Context: an optimization exercise on an open-source flow, tuned for small area and a short achievable clock period. The choices shown serve that exercise and are no tape-out recipe.
Where RTL was checked, it was by simulation tests only, not by an equivalence proof against the original.
Power and IR drop assume default switching activity.

Design pst_brain_core, start of the top module:
module pst_brain_core (
  input  logic       clk,
  input  logic       rst,
  input  logic [7:0] cur0,
  input  logic [7:0] cur1,
  input  logic [7:0] cur2,
  input  logic [7:0] cur3,
  output logic [7:0] phase0,
  output logic [7:0] phase1,
  output logic [7:0] phase2,
  output logic [7:0] phase3,
  output logic [2:0] winner,
  output logic [7:0] winner_score,
  output logic [7:0] winner_rel,
  output logic [7:0] w_ab,
  output logic [7:0] w_ac,
  output logic [7:0] w_ad,
  output logic [7:0] w_bc,
  output logic [7:0] w_bd,
  output logic [7:0] w_cd,
  output logic [7:0] seq_slot_A,
  output logic [7:0] seq_slot_B,
  output logic       seq_force_valid,
  output logic [7:0] seq_force_pred,
  output logic [7:0] pred_out,
  output logic [7:0] pred_err,
  output logic       reward_out,
  output logic [2:0] gamma_cnt,
  output logic [2:0] theta_cnt,
  output logic       theta_tick,
  output logic       episode_last,
  output logic [2:0] ep_winner,
  output logic [3:0] ep_strength,
  output logic       ep_valid,
  output logic       exploit_mode,
  output logic       explore_mode,
  output logic [1:0] confidence_level,
  output logic       err_explore,
  output logic       delta_tick,
  output logic [2:0] topic_winner,
  output logic [2:0] topic_strength,
  output logic       topic_valid
);
  logic [7:0] r_cnt;
  logic [3:0] r_sp, r_jf;
  logic [7:0] r_v     [4];
  logic [7:0] r_phase [4];
  logic [6:0] r_w     [6];
  logic [2:0] r_winner;
  logic [7:0] r_win_score, r_win_rel, r_slot_a, r_slot_b, r_pred, r_pred_err;
  logic       r_reward, r_err_explore, r_dcnt;
  logic [1:0] r_rew_run, r_force_left, r_conf, r_err_run;
  logic [2:0] r_gamma_cnt, r_theta_cnt;
  logic [2:0] r_win_cnt [6];
  logic [2:0] r_ep_cnt  [6];
  logic       r_theta_tick, r_delta_tick, r_ep_valid, r_topic_valid;
  logic [2:0] r_ep_winner, r_topic_winner, r_topic_strength;
  logic [3:0] r_ep_strength;
  logic [2:0] r_vb, r_vm, r_ub, r_um;
  logic       r_explore, r_fv;
  logic [7:0] r_es  [6];
  logic [5:0] r_el;
  ...
Size in the first run: about 2400 cells after synthesis, about 310 flip-flops, ~200 I/O pins.
==> flow/config.mk <==
export PLATFORM = sky130hd
export DESIGN_NAME = pst_brain_core
export DESIGN_NICKNAME = pst_brain_core
export VERILOG_FILES = /design/flow/design.v
export SDC_FILE = /design/flow/constraint.sdc
export NUM_CORES = 4
export LEC_CHECK = 0
export ABC_AREA = 1
export CAP_MARGIN = 20
export CORE_MARGIN = 2
export CORE_UTILIZATION = 60
export CTS_BUF_LIST = sky130_fd_sc_hd__clkbuf_8
export CTS_CLUSTER_DIAMETER = 60
export CTS_CLUSTER_SIZE = 16
export SLEW_MARGIN = 20
==> flow/constraint.sdc <==
create_clock -name core_clock -period 40.0 [get_ports {clk}]
set_input_delay 8.0000 -clock core_clock [delete_from_list [all_inputs] [get_ports {clk}]]
set_output_delay 8.0000 -clock core_clock [all_outputs]
set_load 0.01 [all_outputs]
standard.sh (not shown) runs the stock make flow with config.mk's settings and CLKGATE_MAP_FILE= SYNTH_SCRIPT=/design/flow/synth_recipe.tcl, a recipe that flattens the netlist after the stock synthesis.
==> flow/flow/run.sh <==
#!/bin/bash
# The standard layout with these changes:
# - synthesis maps the logic with the ABC script flow/abc_area.script (an area-recovering
#   mapping) in place of ORFS's abc_area.script; the scripts folder is otherwise ORFS's own,
#   copied unchanged, and synthesis still runs through synth_recipe.tcl;
# - the adder step (extract_fa and its map file) is skipped, so ABC maps adders too;
# - the ports are buffered with buf_1 instead of the delay buffer buffer_ports picks;
# - the timing repair steps aim for a setup slack margin of 30.4 ns, so that they size up the
#   slowest paths.
# The clock constraint (constraint.sdc) is unchanged. Each tool's output is in orfs/logs; make's
# own output goes to standard.log.
set -euo pipefail
here=$(pwd)
rm -rf "$here/scripts_abc"
cp -r "$FLOW_HOME/scripts" "$here/scripts_abc"
cp "$here/flow/abc_area.script" "$here/scripts_abc/abc_area.script"
bash standard.sh SCRIPTS_DIR="$here/scripts_abc" BUFFER_PORTS_ARGS="-buffer_cell sky130_fd_sc_hd__buf_1" ADDER_MAP_FILE= SETUP_SLACK_MARGIN=30.4 finish > standard.log 2>&1
==> flow/flow/abc_area.script <==
&get -n
&st
&dch -f
&nf -R 1000 -p
&put
topo
Change:
--- a/flow/design.v
+++ b/flow/design.v
@@ -167,38 +167,36 @@
     w_win_rl    = 1'b0;
     for (int p = 0; p < 6; p++) begin
       w_win_wb    = w_win_wb | (w_win1h[p] ? w_wb[p] : 6'd0);
       w_win_w     = w_win_w | (w_win1h[p] ? r_w[p] : 7'd0);
       w_win_valid = w_win_valid | (w_win1h[p] & w_valid[p]);
       w_win_rl    = w_win_rl | (w_win1h[p] & r_el[p]);
     end
     w_win_rel7 = w_best[6:0] - {1'b0, w_win_wb};
     w_best_rel = w_win_valid ? {w_win_rel7, w_win_rl} : 8'd0;
     w_win_coh  = w_win_valid & ({w_win_rel7, w_win_rl} >= 8'd235);
   end
   logic [7:0] w_pred, w_err;
-  logic [8:0] q_e1, q_e2, q_e4, q_k4;
+  logic [8:0] q_e1, q_e2;
   logic       w_reward, w_hi_err;
   logic [1:0] w_rew_run, w_err_run;
   always_comb begin
     if (r_winner == 3'd0)      w_pred = r_slot_a;
     else if (r_winner == 3'd5) w_pred = r_slot_b;
     else                       w_pred = r_win_score;
-    q_k4      = 9'd4 - {1'b0, w_pred};
     q_e1      = {1'b0, w_best} - {1'b0, w_pred};
     q_e2      = {1'b0, w_pred} - {1'b0, w_best};
     w_err     = q_e1[8] ? q_e2[7:0] : q_e1[7:0];
-    q_e4      = {1'b0, w_best} + q_k4;
-    w_reward  = (q_e4 <= 9'd8);
-    w_hi_err  = (q_e4 > 9'd9) & (q_e4 != 9'h1FF);
+    w_reward  = (w_err < 8'd5);
+    w_hi_err  = (w_err > 8'd5);
     w_rew_run = !w_reward ? 2'd0 : ((r_rew_run == 2'd2) ? 2'd2 : r_rew_run + 2'd1);
     w_err_run = !w_hi_err ? 2'd0 : ((r_err_run == 2'd3) ? 2'd3 : r_err_run + 2'd1);
   end
   logic [6:0] w_inc;
   logic [6:0] w_w_next [6];
   always_comb begin
     w_inc = (w_win_w >= 7'd118) ? 7'd120 : w_win_w + 7'd2;
     for (int p = 0; p < 6; p++) begin
       if (w_win1h[p])  w_w_next[p] = w_win_coh ? w_inc : r_w[p];
       else if (r_dcnt) w_w_next[p] = (r_w[p] != 7'd0) ? r_w[p] - 7'd1 : 7'd0;
       else             w_w_next[p] = r_w[p];
     end
Outcome: Via count decreases by 1.5%; global-route usage barely changes; clock skew stays flat; hold slack gets better by 9.8 ps; power fell by 8.1%; non-clock buffer count went up by 4; design area goes down by 1.4%; setup slack is better by 18 ps; clock-buffer cell count went down by 2; core utilization rose by 0.46 points.

Setup of the baseline:
pst_brain_core, a different RTL version from the one above (not shown whole).
Size: ~3,000 cells after synthesis, ~320 flip-flops, roughly 200 I/O pins, about 0.023 sq mm of cells after synthesis.
==> flow/config.mk <==
export PLATFORM = sky130hd
export DESIGN_NAME = pst_brain_core
export DESIGN_NICKNAME = pst_brain_core
export VERILOG_FILES = /design/flow/design.v
export SDC_FILE = /design/flow/constraint.sdc
export NUM_CORES = 4
export LEC_CHECK = 0
export ABC_AREA = 1
export CAP_MARGIN = 20
export CORE_MARGIN = 2
export CORE_UTILIZATION = 40
export SLEW_MARGIN = 20
==> flow/constraint.sdc <==
create_clock -name core_clock -period 40.0 [get_ports {clk}]
set_input_delay 8.0000 -clock core_clock [delete_from_list [all_inputs] [get_ports {clk}]]
set_output_delay 8.0000 -clock core_clock [all_outputs]
set_load 0.01 [all_outputs]
==> flow/flow/run.sh <==
#!/bin/bash
set -euo pipefail
bash standard.sh BUFFER_PORTS_ARGS="-buffer_cell sky130_fd_sc_hd__buf_1" finish > standard.log 2>&1
## Diff of input files: the candidate against the baseline
--- a/flow/design.v
+++ b/flow/design.v
@@ -57,13 +57,13 @@
   logic [2:0] r_ep_winner, r_topic_winner, r_topic_strength;
   logic [3:0] r_ep_strength;
   logic [2:0] r_vb, r_vm, r_ub, r_um;
   logic       r_explore, r_fv;
   logic [7:0] r_fpred;
   logic [7:0] r_es  [6];
-  logic [5:0] r_el;
+  logic [5:0] r_wb  [6];
   logic       r_elast, r_exploit;
   function automatic logic [8:0] addc8(input logic [7:0] a, input logic [7:0] b,
                                        input logic ci);
     logic       c;
     logic [7:0] s;
     c = ci;
@@ -116,25 +116,33 @@
       q_wb = addc8({3'b0, r_w[p][6:2]},
                    {5'b0, ~w_explore & r_ep_valid & (r_ep_winner == 3'(p)),
                     ~w_explore & r_topic_valid & (r_topic_winner == 3'(p)), 1'b0}, 1'b0);
       w_wb[p] = q_wb[5:0];
     end
   end
-  logic [7:0] e_init [6];
-  logic [5:0] e_dec;
-  always_comb
-    for (int p = 0; p < 6; p++) begin
-      e_init[p] = 8'd127 + {2'b0, w_wb[p]};
-      e_dec[p]  = r_sp[pair_a(p)] ^ r_sp[pair_b(p)];
+  logic [7:0] e_ph [4];
+  logic [7:0] e_rel [6];
+  logic [7:0] e_score [6];
+  logic [8:0] q_t1, q_t2, q_sc;
+  always_comb begin
+    q_t1 = '0; q_t2 = '0; q_sc = '0;
+    for (int c = 0; c < 4; c++) e_ph[c] = !r_sp[c] ? 8'd254 : (r_jf[c] ? 8'd253 : r_v[c]);
+    for (int p = 0; p < 6; p++) begin
+      q_t1 = addc8(e_ph[pair_a(p)], ~e_ph[pair_b(p)], 1'b0);
+      q_t2 = addc8(e_ph[pair_b(p)], ~e_ph[pair_a(p)], 1'b0);
+      e_rel[p] = q_t1[8] ? q_t2[7:0] : q_t1[7:0];
+      q_sc = addc8({1'b0, e_rel[p][7:1]}, {2'b0, w_wb[p]}, 1'b0);
+      e_score[p] = q_sc[7:0];
     end
+  end
   logic [5:0] w_valid;
   logic [7:0] w_score [6];
   always_comb
     for (int p = 0; p < 6; p++) begin
       w_valid[p] = r_sp[pair_a(p)] & r_sp[pair_b(p)];
-      w_score[p] = w_valid[p] ? r_es[p] : {2'b0, w_wb[p]};
+      w_score[p] = w_valid[p] ? r_es[p] : {2'b0, r_wb[p]};
     end
   logic       t01, t23, t45, gBA, gCA, gCB, wA, wB, wC;
   logic [7:0] s01, s23, s45;
   logic [5:0] w_win1h;
   logic [2:0] w_winner;
   logic [7:0] w_best;
@@ -164,16 +172,16 @@
     w_win_wb    = 6'd0;
     w_win_w     = 7'd0;
     w_win_coh   = 1'b0;
     w_win_valid = 1'b0;
     w_win_rl    = 1'b0;
     for (int p = 0; p < 6; p++) begin
-      w_win_wb    = w_win_wb | (w_win1h[p] ? w_wb[p] : 6'd0);
+      w_win_wb    = w_win_wb | (w_win1h[p] ? r_wb[p] : 6'd0);
       w_win_w     = w_win_w | (w_win1h[p] ? r_w[p] : 7'd0);
       w_win_valid = w_win_valid | (w_win1h[p] & w_valid[p]);
-      w_win_rl    = w_win_rl | (w_win1h[p] & r_el[p]);
+      w_win_rl    = w_win_rl | (w_win1h[p] & ~(w_ph[pair_a(p)][0] ^ w_ph[pair_b(p)][0]));
     end
     w_win_rel7 = w_best[6:0] - {1'b0, w_win_wb};
     w_best_rel = w_win_valid ? {w_win_rel7, w_win_rl} : 8'd0;
     w_win_coh  = w_win_valid & ({w_win_rel7, w_win_rl} >= 8'd235);
   end
   logic [7:0] w_pred, w_err;
@@ -253,19 +261,14 @@
     if (w_reward)                  w_errx_next = 1'b0;
     else if (w_err_run == 2'd3)    w_errx_next = 1'b1;
     else                           w_errx_next = r_err_explore;
   end
   always_ff @(posedge clk)
     for (int p = 0; p < 6; p++) begin
-      if (r_cnt == 8'd0) begin
-        r_es[p] <= e_init[p];
-        r_el[p] <= 1'b1;
-      end else if (e_dec[p]) begin
-        if (!r_el[p]) r_es[p] <= r_es[p] - 8'd1;
-        r_el[p] <= ~r_el[p];
-      end
+      r_es[p]   <= e_score[p];
+      r_wb[p]   <= w_wb[p];
     end
   always_ff @(posedge clk or posedge rst) begin
     if (rst) begin
       r_cnt <= '0;
       r_sp  <= '0;
       r_jf  <= '0;
Notes after the runs:
Delta (the candidate minus the baseline): clock-cell share of area went up; sum of buffers and inverters on the critical path went down; worst setup slack went up; met1 track demand over resource went down.
Going from the baseline to the candidate, full die area shows an increase of 6.9%, synthesized instance count shows a reduction of 56.
Synthesized area: the candidate vs the baseline up 0.0016 sq mm
For the candidate, only the layout was checked, not whether the RTL still works.

## alpha
pst_brain_core with an RTL version that a note above also has.
Size: ~310 flip-flops, ~200 I/O pins, roughly 23,000 µm² of cells after synthesis.
Settings: LEC_CHECK=0, ABC_AREA=1, CAP_MARGIN=20, CORE_MARGIN=2, CORE_UTILIZATION=60, CTS_BUF_LIST=sky130_fd_sc_hd__clkbuf_8, CTS_CLUSTER_DIAMETER=60, CTS_CLUSTER_SIZE=16, SLEW_MARGIN=20; clock period 40.0 ns.
==> flow/flow/run.sh <==
#!/bin/bash
set -euo pipefail
bash standard.sh BUFFER_PORTS_ARGS="-buffer_cell sky130_fd_sc_hd__buf_1" SETUP_SLACK_MARGIN=30.4 finish > standard.log 2>&1
Input-level comparison between beta and alpha:
--- a/flow/design.v
+++ b/flow/design.v
@@ -167,36 +167,38 @@
     w_win_rl    = 1'b0;
     for (int p = 0; p < 6; p++) begin
       w_win_wb    = w_win_wb | (w_win1h[p] ? w_wb[p] : 6'd0);
       w_win_w     = w_win_w | (w_win1h[p] ? r_w[p] : 7'd0);
       w_win_valid = w_win_valid | (w_win1h[p] & w_valid[p]);
       w_win_rl    = w_win_rl | (w_win1h[p] & r_el[p]);
     end
     w_win_rel7 = w_best[6:0] - {1'b0, w_win_wb};
     w_best_rel = w_win_valid ? {w_win_rel7, w_win_rl} : 8'd0;
     w_win_coh  = w_win_valid & ({w_win_rel7, w_win_rl} >= 8'd235);
   end
   logic [7:0] w_pred, w_err;
-  logic [8:0] q_e1, q_e2;
+  logic [8:0] q_e1, q_e2, q_e4, q_k4;
   logic       w_reward, w_hi_err;
   logic [1:0] w_rew_run, w_err_run;
   always_comb begin
     if (r_winner == 3'd0)      w_pred = r_slot_a;
     else if (r_winner == 3'd5) w_pred = r_slot_b;
     else                       w_pred = r_win_score;
+    q_k4      = 9'd4 - {1'b0, w_pred};
     q_e1      = {1'b0, w_best} - {1'b0, w_pred};
     q_e2      = {1'b0, w_pred} - {1'b0, w_best};
     w_err     = q_e1[8] ? q_e2[7:0] : q_e1[7:0];
-    w_reward  = (w_err < 8'd5);
-    w_hi_err  = (w_err > 8'd5);
+    q_e4      = {1'b0, w_best} + q_k4;
+    w_reward  = (q_e4 <= 9'd8);
+    w_hi_err  = (q_e4 > 9'd9) & (q_e4 != 9'h1FF);
     w_rew_run = !w_reward ? 2'd0 : ((r_rew_run == 2'd2) ? 2'd2 : r_rew_run + 2'd1);
     w_err_run = !w_hi_err ? 2'd0 : ((r_err_run == 2'd3) ? 2'd3 : r_err_run + 2'd1);
   end
   logic [6:0] w_inc;
   logic [6:0] w_w_next [6];
   always_comb begin
     w_inc = (w_win_w >= 7'd118) ? 7'd120 : w_win_w + 7'd2;
     for (int p = 0; p < 6; p++) begin
       if (w_win1h[p])  w_w_next[p] = w_win_coh ? w_inc : r_w[p];
       else if (r_dcnt) w_w_next[p] = (r_w[p] != 7'd0) ? r_w[p] - 7'd1 : 7'd0;
       else             w_w_next[p] = r_w[p];
     end
--- outcome ---
Delta (beta minus alpha): pin count of the biggest net entering global routing +120%; design area +about 0.46%. Summary of beta over alpha: share of the synthesized area in compound gates (AO/OA/AOI/OAI) increased 0.34 points, number of antenna violations at the first check in global routing decreased 1. There was hardly any difference in core utilization of the finished layout between alpha and beta. Signed area change from the synthesized netlist to the final layout (higher): alpha. Die boundary height: beta vs alpha up about 0.4%. Cmp beta and alpha / post-route minimum period / lower: beta. Half-perimeter wire length after placement improves in beta relative to alpha.

oak:
Starting RTL as in the previous note.
==> flow/config.mk <==
export PLATFORM = sky130hd
export DESIGN_NAME = pst_brain_core
export DESIGN_NICKNAME = pst_brain_core
export VERILOG_FILES = /design/flow/design.v
export SDC_FILE = /design/flow/constraint.sdc
export NUM_CORES = 4
export LEC_CHECK = 0
export ABC_AREA = 1
export CAP_MARGIN = 20
export CORE_MARGIN = 2
export CORE_UTILIZATION = 60
export CTS_BUF_LIST = sky130_fd_sc_hd__clkbuf_8
export CTS_CLUSTER_DIAMETER = 60
export CTS_CLUSTER_SIZE = 16
export SLEW_MARGIN = 20
==> flow/constraint.sdc <==
create_clock -name core_clock -period 40.0 [get_ports {clk}]
set_input_delay 8.0000 -clock core_clock [delete_from_list [all_inputs] [get_ports {clk}]]
set_output_delay 8.0000 -clock core_clock [all_outputs]
set_load 0.01 [all_outputs]
==> flow/flow/run.sh <==
#!/bin/bash
# The standard layout with these changes:
# - synthesis maps the logic with the ABC script flow/abc_area.script (an area-recovering
#   mapping) in place of ORFS's abc_area.script; the scripts folder is otherwise ORFS's own,
#   copied unchanged, and synthesis still runs through synth_recipe.tcl;
# - the adder step (extract_fa and its map file) is skipped, so ABC maps adders too;
# - the ports are buffered with buf_1 instead of the delay buffer buffer_ports picks;
# - the timing repair steps aim for a setup slack margin of 30.7 ns, so that they size up the
#   slowest paths;
# - clock tree synthesis runs with config.mk's CTS settings and without dummy loads.
# The clock constraint (constraint.sdc) is unchanged. Each tool's output is in orfs/logs; make's
# own output goes to standard.log.
set -euo pipefail
here=$(pwd)
rm -rf "$here/scripts_abc"
cp -r "$FLOW_HOME/scripts" "$here/scripts_abc"
cp "$here/flow/abc_area.script" "$here/scripts_abc/abc_area.script"
bash standard.sh SCRIPTS_DIR="$here/scripts_abc" BUFFER_PORTS_ARGS="-buffer_cell sky130_fd_sc_hd__buf_1" ADDER_MAP_FILE= SETUP_SLACK_MARGIN=30.7 CTS_ARGS="-sink_clustering_enable -repair_clock_nets -sink_clustering_size 16 -sink_clustering_max_diameter 60 -buf_list sky130_fd_sc_hd__clkbuf_8 -dont_use_dummy_load" finish > standard.log 2>&1
==> flow/flow/abc_area.script <==
&get -n
&st
&dc2
&dch -f
&nf -R 1000 -p
&st
&dc2
&dch -f
&nf -R 1000 -p
&put
topo
Looking at the reports, oak completed the entire flow and the layout it produced met the timing, DRC and antenna checks.
Inputs modified between oak and pine:
--- a/flow/design.v
+++ b/flow/design.v
@@ -52,23 +52,22 @@
   logic [1:0] r_rew_run, r_force_left, r_conf, r_err_run;
   logic [2:0] r_gamma_cnt, r_theta_cnt;
   logic [2:0] r_win_cnt [6];
   logic [2:0] r_ep_cnt  [6];
   logic       r_theta_tick, r_delta_tick, r_ep_valid, r_topic_valid;
   logic [2:0] r_ep_winner, r_topic_winner, r_topic_strength;
   logic [3:0] r_ep_strength;
   logic [2:0] r_vb, r_vm, r_ub, r_um;
   logic       r_explore, r_fv;
   logic [7:0] r_es  [6];
   logic [5:0] r_el;
-  logic       r_elast, r_exploit;
   function automatic logic [8:0] addc8(input logic [7:0] a, input logic [7:0] b,
                                        input logic ci);
     logic       c;
     logic [7:0] s;
     c = ci;
     for (int i = 0; i < 8; i++) begin
       s[i] = a[i] ^ b[i] ^ c;
       c    = (a[i] & b[i]) | (c & (a[i] ^ b[i]));
     end
     addc8 = {c, s};
   endfunction
@@ -263,23 +262,22 @@
         r_el[p] <= ~r_el[p];
       end
     end
   always_ff @(posedge clk or posedge rst) begin
     if (rst) begin
       r_cnt <= '0;
       r_sp  <= '0;
       r_jf  <= '0;
       r_vb <= '0; r_vm <= '0; r_ub <= '0; r_um <= '0;
       r_explore <= 1'b0;
       r_fv <= 1'b0;
-      r_elast <= 1'b0; r_exploit <= 1'b0;
       for (int c = 0; c < 4; c++) begin
         r_v[c] <= 8'd199; r_phase[c] <= 8'd255;
       end
       for (int p = 0; p < 6; p++) begin
         r_w[p] <= 7'd64; r_win_cnt[p] <= '0; r_ep_cnt[p] <= '0;
       end
       r_winner <= '0; r_win_score <= '0; r_win_rel <= '0;
       r_slot_a <= 8'd0; r_slot_b <= 8'd213;
       r_pred <= '0; r_pred_err <= '0; r_reward <= 1'b0;
       r_rew_run <= '0; r_force_left <= '0; r_err_run <= '0; r_err_explore <= 1'b0;
       r_dcnt <= 1'b0; r_gamma_cnt <= '0; r_theta_cnt <= '0; r_conf <= 2'd2;
@@ -310,24 +308,22 @@
         r_slot_a    <= w_score[0];
         r_slot_b    <= w_score[5];
         r_pred      <= w_pred;
         r_pred_err  <= w_err;
         r_reward    <= w_reward;
         r_rew_run   <= w_rew_run;
         r_force_left <= w_force_next;
         r_fv         <= (w_force_next != 2'd0);
         r_err_run <= w_err_run;
         r_err_explore <= w_errx_next;
         r_explore     <= ~w_conf_next[1] | w_errx_next;
-        r_exploit     <= (w_conf_next == 2'd3);
-        r_elast       <= (r_gamma_cnt == 3'd6);
         r_dcnt      <= ~r_dcnt;
         r_gamma_cnt <= r_gamma_cnt + 3'd1;
         if (r_gamma_cnt == 3'd7) begin
           for (int p = 0; p < 6; p++) r_win_cnt[p] <= '0;
           r_vb <= '0;
           r_vm <= '0;
           r_ep_winner   <= w_ep_win;
           r_ep_strength <= w_ep_str;
           r_ep_valid    <= 1'b1;
           r_conf        <= w_conf_new;
           r_theta_tick  <= 1'b1;
@@ -370,24 +366,24 @@
   assign w_cd = {r_w[5], 1'b0};
   assign seq_slot_A      = r_slot_a;
   assign seq_slot_B      = r_slot_b;
   assign seq_force_valid = r_fv;
   assign seq_force_pred  = r_fv ? r_pred : 8'd0;
   assign pred_out        = r_pred;
   assign pred_err        = r_pred_err;
   assign reward_out      = r_reward;
   assign gamma_cnt       = r_gamma_cnt;
   assign theta_cnt       = r_theta_cnt;
   assign theta_tick      = r_theta_tick;
-  assign episode_last    = r_elast;
+  assign episode_last    = (r_gamma_cnt == 3'd7);
   assign ep_winner       = r_ep_winner;
   assign ep_strength     = r_ep_strength;
   assign ep_valid        = r_ep_valid;
-  assign exploit_mode    = r_exploit;
+  assign exploit_mode    = (r_conf == 2'd3);
   assign explore_mode    = w_explore;
   assign confidence_level = r_conf;
   assign err_explore     = r_err_explore;
   assign delta_tick      = r_delta_tick;
   assign topic_winner    = r_topic_winner;
   assign topic_strength  = r_topic_strength;
   assign topic_valid     = r_topic_valid;
 endmodule
## What came out
oak -> pine: estimated wirelength of the detail-placed design increased by a few percent. Of pine and oak, oak shows the higher setup slack of the critical path after layout, with pine below it. As far as standard-cell row count goes, pine and oak are indistinguishable; the numbers are identical. oak -> pine: area enclosed by the die boundary decreased slightly. Relative to oak, power share of the clock group decreased by 0.4 points in pine. On pine: count of clock tree sinks is about 0.64% lower than what oak gave.
The RTL of pine was laid out without a check of its function.

==> afterwards: timing with drivers on the ports <==
Ports are ideal in the flow. The routed layouts listed here were re-timed in OpenROAD.
Step 1 sets driving cells, clkbuf_16 on the clock port and buf_2 on the other inputs (assumed; they add their load-dependent delay and slew).
Step 2 times the ports against the registers' clock, not the clock port: input delays grow and output delays shrink by t, the midpoint of the rising clock arrivals with the driver on.
Three values: ideal ports, drivers, drivers and shift; two values: the first two.
| run | t (ns) | setup WS [ns] | clock arrival spread, ns | worst register clock-pin slew, ns | worst data-port slew with drivers (ns) |
|---|---|---|---|---|---|
| the first run of note 1 | 0.613 | 30.441 / 30.453 / 29.840 | 0.032 / 0.032 | 0.10 / 0.10 | 0.07 |
| the second run of note 1 | 0.605 | 30.459 / 30.408 / 30.003 | 0.033 / 0.033 | 0.11 / 0.11 | 0.07 |
| the baseline | 0.618 | 30.464 / 30.464 / 29.928 | 0.022 / 0.022 | 0.06 / 0.06 | 0.04 |
| the candidate | 0.641 | 30.562 / 30.500 / 29.991 | 0.028 / 0.027 | 0.07 / 0.07 | 0.04 |
| alpha | 0.738 | 30.406 / 30.350 / 30.050 | 0.028 / 0.027 | 0.11 / 0.11 | 0.06 |
| beta | 0.702 | 30.485 / 30.434 / 30.046 | 0.031 / 0.032 | 0.11 / 0.11 | 0.06 |
| oak | 0.578 | 30.695 / 30.646 / 30.143 | 0.063 / 0.063 | 0.10 / 0.10 | 0.06 |
| pine | 0.654 | 30.513 / 30.461 / 30.060 | 0.093 / 0.093 | 0.10 / 0.10 | 0.05 |
After both steps every run listed still meets setup and hold. The setup slack of the first run of note 1, which loses most, moves by +0.012 ns with the drivers and by -0.601 ns with both steps.
